Source: an optimization exercise on an open RTL-to-GDS flow (aim: small area). Production flows keep margins and buffers that such runs may drop.
In this exercise RTL edits were held to simulation tests only and were not proved equivalent to the original.
Power and IR drop assume default switching activity.

run A:
==> flow/design.v <==
module datapath (
  input  logic        Clk,
  input  logic        Reset,
  input  logic [7:0]  D_Addr,
  input  logic        D_Wr,
  input  logic        RF_s,
  input  logic        RF_W_en,
  input  logic [3:0]  RF_W_Addr,
  input  logic [3:0]  RF_Ra_Addr,
  input  logic [3:0]  RF_Rb_Addr,
  input  logic [2:0]  ALU_s0,
  output logic [15:0] Ra_Data,
  output logic [15:0] Rb_Data,
  output logic [15:0] ALU_Out,
  output logic [15:0] W_Data,
  output logic [2:0]  Flags
);
  logic [15:0] rf  [16];
  logic [15:0] mem [256];
  logic [15:0] rd_data;
  logic [15:0] ra_sel, rb_sel;
  always_comb begin
    ra_sel = '0;
    rb_sel = '0;
    ra_sel[RF_Ra_Addr] = 1'b1;
    rb_sel[RF_Rb_Addr] = 1'b1;
  end
  logic [15:0][15:0] rf_bits;
  for (genvar r = 0; r < 16; r++) begin : g_rfb
    assign rf_bits[r] = rf[r];
  end
  dp_rfport u_ra (.sel(ra_sel), .rf(rf_bits), .q(Ra_Data));
  dp_rfport u_rb (.sel(rb_sel), .rf(rf_bits), .q(Rb_Data));
  logic [15:0] rf_load_n;
  logic [15:0] rf_wn;      
  assign rf_wn = ~W_Data | {16{Reset}};
  for (genvar r = 0; r < 16; r++) begin : g_rf
    assign rf_load_n[r] = ~(Reset | (RF_W_en & (RF_W_Addr == 4'(r))));
    for (genvar b = 0; b < 16; b++) begin : g_b
      logic nxt;
      dp_hold u (.load_n(rf_load_n[r]), .dn(rf_wn[b]), .q(rf[r][b]), .d(nxt));
      always_ff @(posedge Clk) rf[r][b] <= nxt;
    end
  end
  logic        op_sub, op_inc, op_arith;
  logic [15:0] b_in;
  logic [16:0] sum;
  logic        alu_c;
  assign op_sub   = (ALU_s0 == 3'b001);
  assign op_inc   = (ALU_s0 == 3'b110);
  assign op_arith = (ALU_s0 == 3'b000) | op_sub | op_inc;
  assign b_in     = op_inc ? 16'h0000 : (op_sub ? ~Rb_Data : Rb_Data);
  assign sum      = {1'b0, Ra_Data} + {1'b0, b_in} + {16'h0000, op_sub | op_inc};
  assign alu_c    = op_arith & (sum[16] ^ op_sub);
  always_comb begin
    case (ALU_s0)
      3'b000, 3'b001, 3'b110: ALU_Out = sum[15:0];
      3'b010:                 ALU_Out = Ra_Data;
      3'b011:                 ALU_Out = Ra_Data | Rb_Data;
      3'b100:                 ALU_Out = Ra_Data & Rb_Data;
      3'b101:                 ALU_Out = Ra_Data ^ Rb_Data;
      default:                ALU_Out = 16'h0000;
    endcase
  end
  assign W_Data = RF_s ? rd_data : ALU_Out;
  always_ff @(posedge Clk) begin
    if (Reset)                 Flags <= '0;
    else if (RF_W_en && !RF_s) Flags <= {alu_c, ALU_Out[15], ALU_Out == 16'h0000};
  end
  logic mem_phase;
  always_ff @(posedge Clk) mem_phase <= ~mem_phase;
  logic [15:0]  dec_hi, dec_lo, dec_hi_n, dec_lo_n, wdec_lo, wdec_lo_n;
  logic [255:0] sel;         
  logic [255:0] mem_load;    
  logic [255:0] mem_load_n;
  logic [15:0]  mem_wt;      
  logic [15:0]  mem_wy [16];  
  always_comb begin
    dec_hi = '0;
    dec_lo = '0;
    dec_hi[D_Addr[7:4]] = 1'b1;
    dec_lo[D_Addr[3:0]] = 1'b1;
  end
  assign dec_hi_n  = ~dec_hi;
  assign dec_lo_n  = ~dec_lo;
  assign wdec_lo   = dec_lo & {16{D_Wr & ~Reset}};
  assign wdec_lo_n = ~wdec_lo;
  assign mem_wt    = ~(Ra_Data ^ {16{mem_phase}});
  for (genvar g = 0; g < 16; g++) begin : g_wy
    for (genvar b = 0; b < 16; b++) begin : g_b
      dp_inv u (.a(mem_wt[b]), .y(mem_wy[g][b]));
    end
  end
  for (genvar w = 0; w < 256; w++) begin : g_word
    dp_nor2  u_sel (.a(dec_hi_n[w / 16]), .b(dec_lo_n[w % 16]), .y(sel[w]));
    dp_nand2 u_ldn (.a(dec_hi[w / 16]), .b(wdec_lo[w % 16]), .y(mem_load_n[w]));
    dp_nor2  u_ld  (.a(dec_hi_n[w / 16]), .b(wdec_lo_n[w % 16]), .y(mem_load[w]));
    for (genvar b = 0; b < 16; b++) begin : g_b
      logic nxt;
      dp_flip u (.load(mem_load[w]), .load_n(mem_load_n[w]), .y(mem_wy[w / 16][b]),
                 .q(mem[w][b]), .d(nxt));
      always_ff @(posedge Clk) mem[w][b] <= nxt;
    end
  end
  logic [15:0] rd_next;
  for (genvar b = 0; b < 16; b++) begin : g_bit
    logic [85:0] l1;
    logic [21:0] l2;
    logic [5:0]  l3;
    for (genvar k = 0; k < 85; k++) begin : g_l1
      dp_aoi222 u (.a1(mem[3*k][b]),   .a2(sel[3*k]),
                   .b1(mem[3*k+1][b]), .b2(sel[3*k+1]),
                   .c1(mem[3*k+2][b]), .c2(sel[3*k+2]), .y(l1[k]));
    end
    dp_nand2 u_l1x (.a(mem[255][b]), .b(sel[255]), .y(l1[85]));
    for (genvar k = 0; k < 21; k++) begin : g_l2
      dp_nand4 u (.a(l1[4*k]), .b(l1[4*k+1]), .c(l1[4*k+2]), .d(l1[4*k+3]), .y(l2[k]));
    end
    dp_nand2 u_l2x (.a(l1[84]), .b(l1[85]), .y(l2[21]));
    for (genvar k = 0; k < 5; k++) begin : g_l3
      dp_or4 u (.a(l2[4*k]), .b(l2[4*k+1]), .c(l2[4*k+2]), .d(l2[4*k+3]), .y(l3[k]));
    end
    dp_or2 u_l3x (.a(l2[20]), .b(l2[21]), .y(l3[5]));
    assign rd_next[b] = (|l3) ^ mem_phase;
  end
  always_ff @(posedge Clk) begin
    if (Reset) rd_data <= '0;
    else       rd_data <= rd_next;
  end
endmodule
module dp_rfport (
  input  logic [15:0] sel,
  input  logic [15:0][15:0] rf,
  output logic [15:0] q
);
  for (genvar b = 0; b < 16; b++) begin : g_bit
    logic [5:0] l1;
    logic [1:0] l2;
    for (genvar k = 0; k < 5; k++) begin : g_l1
      dp_aoi222 u (.a1(rf[3*k][b]),   .a2(sel[3*k]),
                   .b1(rf[3*k+1][b]), .b2(sel[3*k+1]),
                   .c1(rf[3*k+2][b]), .c2(sel[3*k+2]), .y(l1[k]));
    end
    dp_nand2 u_l1x (.a(rf[15][b]), .b(sel[15]), .y(l1[5]));
    dp_nand3 u_l2a (.a(l1[0]), .b(l1[1]), .c(l1[2]), .y(l2[0]));
    dp_nand3 u_l2b (.a(l1[3]), .b(l1[4]), .c(l1[5]), .y(l2[1]));
    dp_or2   u_l3  (.a(l2[0]), .b(l2[1]), .y(q[b]));
  end
endmodule
module dp_nand3 (
  input  logic a, b, c,
  output logic y
);
  assign y = ~(a & b & c);
endmodule
module dp_flip (
  input  logic load, load_n, y, q,
  output logic d
);
  dp_oai22 u (.a1(load), .a2(q), .b1(load_n), .b2(y), .y(d));
endmodule
module dp_oai22 (
  input  logic a1, a2, b1, b2,
  output logic y
);
  assign y = ~((a1 | a2) & (b1 | b2));
endmodule
module dp_hold (
  input  logic load_n, dn, q,
  output logic d
);
  logic keep;
  dp_nand2 u_k (.a(load_n), .b(q), .y(keep));
  dp_oai21 u_d (.a1(load_n), .a2(dn), .b1(keep), .y(d));
endmodule
module dp_oai21 (
  input  logic a1, a2, b1,
  output logic y
);
  assign y = ~((a1 | a2) & b1);
endmodule
module dp_aoi222 (
  input  logic a1, a2, b1, b2, c1, c2,
  output logic y
);
  assign y = ~((a1 & a2) | (b1 & b2) | (c1 & c2));
endmodule
module dp_inv (
  input  logic a,
  output logic y
);
  assign y = ~a;
endmodule
module dp_nand2 (
  input  logic a, b,
  output logic y
);
  assign y = ~(a & b);
endmodule
module dp_nor2 (
  input  logic a, b,
  output logic y
);
  assign y = ~(a | b);
endmodule
module dp_nand4 (
  input  logic a, b, c, d,
  output logic y
);
  assign y = ~(a & b & c & d);
endmodule
module dp_or4 (
  input  logic a, b, c, d,
  output logic y
);
  assign y = a | b | c | d;
endmodule
module dp_or2 (
  input  logic a, b,
  output logic y
);
  assign y = a | b;
endmodule
export LEC_CHECK = 0
export CAP_MARGIN = 20
export CELL_PAD_IN_SITES_DETAIL_PLACEMENT = 1
export CELL_PAD_IN_SITES_GLOBAL_PLACEMENT = 1
export CORE_MARGIN = 2
export CORE_UTILIZATION = 45
export CTS_BUF_LIST = sky130_fd_sc_hd__clkbuf_16
export CTS_CLUSTER_DIAMETER = 80
export CTS_CLUSTER_SIZE = 25
export SETUP_SLACK_MARGIN = 0.15
export SLEW_MARGIN = 20
export SYNTH_HIERARCHICAL = 1
create_clock -name core_clock -period 7.5 [get_ports {Clk}]
standard.sh (not shown) runs the stock make flow with config.mk's settings and CLKGATE_MAP_FILE= SYNTH_SCRIPT=/design/flow/synth_recipe.tcl, a recipe that flattens the netlist after the stock synthesis.
==> flow/flow/run.sh <==
#!/bin/bash
set -euo pipefail
bash standard.sh \
  "CTS_ARGS=-sink_clustering_enable -repair_clock_nets -buf_list sky130_fd_sc_hd__clkbuf_16 -sink_clustering_size 25 -sink_clustering_max_diameter 80 -dont_use_dummy_load" \
  "BUFFER_PORTS_ARGS=-buffer_cell sky130_fd_sc_hd__buf_2" \
  finish > standard.log 2>&1
Modified inputs, run B compared to run A
Settings: SETUP_SLACK_MARGIN now 0.1, was 0.15; SLEW_MARGIN now 10, was 20; CAP_MARGIN now 10, was 20.
--- a/flow/flow/run.sh
+++ b/flow/flow/run.sh
@@ -5,0 +6 @@
+  "RECOVER_POWER=100" \
## What came out
Nothing crashed in run B and all stages finished; the problem is that the final layout failed, the offending checks being max-capacitance violations, max-slew violations, negative setup slack.
The routed wire length was comparable across run B and run A.
Compared with run A, in run B floorplan row count flat; slack of the critical path down 0.72 ns; slew at the pin with the worst max-slew slack up 2.41 ns.
Here is what was changed in the inputs of run C compared with run B.
Settings: a change of SETUP_SLACK_MARGIN from 0.1 to 0.15.
==> flow/run.sh (new file) <==
#!/bin/bash
# synth_recipe.tcl (not shown) runs the flow's synth.tcl, then flattens the netlist and writes it again
# the make line also repeats each setting of config.mk as NAME=value (left out here)
make -C /OpenROAD-flow-scripts/flow DESIGN_CONFIG=/design/flow/config.mk WORK_HOME=/design/flow/orfs CLKGATE_MAP_FILE= SYNTH_SCRIPT=/design/flow/synth_recipe.tcl finish
removed: flow/flow/run.sh
removed: flow/standard.sh
==> run notes <==
Run C and run B: one clean run, run C; the rest did not finish clean.
No crash in run B: every stage finished, but the layout fails its final checks due to max-capacitance violations, max-slew violations, negative setup slack.
Cell count after placement was lower in the run labelled run B.
Relative to run B, wire length per cell after detailed routing has decreased by 1.3% in run C.
On worst clock skew on the final layout: run C sits below run B.
In the flow results for run C and run B, the clock power is larger on run C.
Run B -> run C: initial antenna violation count decreased by a few percent
Run B has a lower final standard cell area without fillers than run C.
The final net count in run C was higher than what run B gave.
Run C vs. run B: combinational share of power went up by 0.3 points.
diff inputs: run C => run D
Settings: SETUP_SLACK_MARGIN changed from 0.15 to 0.05; CTS_CLUSTER_SIZE changed from 25 to 27; CAP_MARGIN changed from 10 to 20; CTS_CLUSTER_DIAMETER changed from 80 to 85; SLEW_MARGIN changed from 10 to 20.
==> flow/flow/run.sh (new file) <==
#!/bin/bash
set -euo pipefail
bash standard.sh \
  "CTS_ARGS=-sink_clustering_enable -repair_clock_nets -buf_list sky130_fd_sc_hd__clkbuf_16 -sink_clustering_size 27 -sink_clustering_max_diameter 85 -dont_use_dummy_load" \
  "BUFFER_PORTS_ARGS=-buffer_cell sky130_fd_sc_hd__buf_2" \
  finish > standard.log 2>&1
==> flow/standard.sh (new file) <==
#!/bin/bash
# synth_recipe.tcl (not shown) runs the flow's synth.tcl, then flattens the netlist and writes it again
# the make line also repeats each setting of config.mk as NAME=value (left out here)
make -C /OpenROAD-flow-scripts/flow DESIGN_CONFIG=/design/flow/config.mk WORK_HOME=/design/flow/orfs CLKGATE_MAP_FILE= SYNTH_SCRIPT=/design/flow/synth_recipe.tcl "${@:-finish}"
removed: flow/run.sh
## What came out
Run C → run D: highest clock frequency the design can meet roughly the same; final cell count lower; leakage power total lower.
Run D reached the final stage; the timing, design-rule and antenna checks on its layout passed.
Inputs modified between run D and run E:
Settings: a change of SLEW_MARGIN from 20 to 15; a change of SETUP_SLACK_MARGIN from 0.05 to 0.15; a change of CAP_MARGIN from 20 to 15; a change of CTS_CLUSTER_DIAMETER from 85 to 80; a change of CTS_CLUSTER_SIZE from 27 to 25.
==> flow/flow/run.sh <==
#!/bin/bash
set -euo pipefail
bash standard.sh \
  "CTS_ARGS=-sink_clustering_enable -repair_clock_nets -buf_list sky130_fd_sc_hd__clkbuf_16 -sink_clustering_size 25 -sink_clustering_max_diameter 80 -dont_use_dummy_load" \
  "BUFFER_PORTS_ARGS=-buffer_cell sky130_fd_sc_hd__buf_2" \
  finish > standard.log 2>&1
Results
- Largest net degree at the start of global routing (run E over run D): decrease, 4.9%
- When run E is set beside run D, its maximum clock skew at final layout turns out to be 0.028 ns smaller.
- Run D ended up with RF_Rb_Addr[0] as its first element of the critical path; run E ended up with RF_Rb_Addr[1].
- Of the two candidates, run D has the better half-perimeter wire length after detailed placement and run E the worse one.
- Run E vs run D: wire length per cell after detailed routing up slightly
- Against run D, diode insertion count for antenna repair in run E rose by more than 10%.

[re-timing with driven ports]
In the flow no input, the clock included, has a driving cell. The finished layouts below were timed again as built, in two steps. Step 1: set_driving_cell puts a clkbuf_16 on Clk and a buf_2 on each other input, an assumption about the parent block. Step 2 times the ports against the registers' clock, not the clock port: input delays grow and output delays shrink by t, the midpoint of the rising clock arrivals with the driver on. Slacks: ideal ports / drivers / drivers and shift; pairs: ideal ports / drivers.
| run | t (ns) | slack for setup (ns) | worst setup path at the end | pins driven straight from the clock port |
|---|---|---|---|---|
| run A | 1.042 | 0.262 / 0.240 / 0.015 | input to register | 1 |
| run B | 1.043 | -0.454 / -0.364 / -1.407 | input to register | 1 |
| run C | 1.042 | 0.162 / 0.116 / -0.530 | input to register | 1 |
| run D | 0.999 | 0.144 / 0.116 / -0.008 | input to register | 1 |
| run E | 1.021 | 0.161 / 0.121 / -0.005 | input to register | 1 |
With both steps, setup timing fails in run C, run D and run E, where it was met with ideal ports. For run B, which loses most, drivers alone change the setup slack by +0.090 ns; drivers and shift together by -0.953 ns.
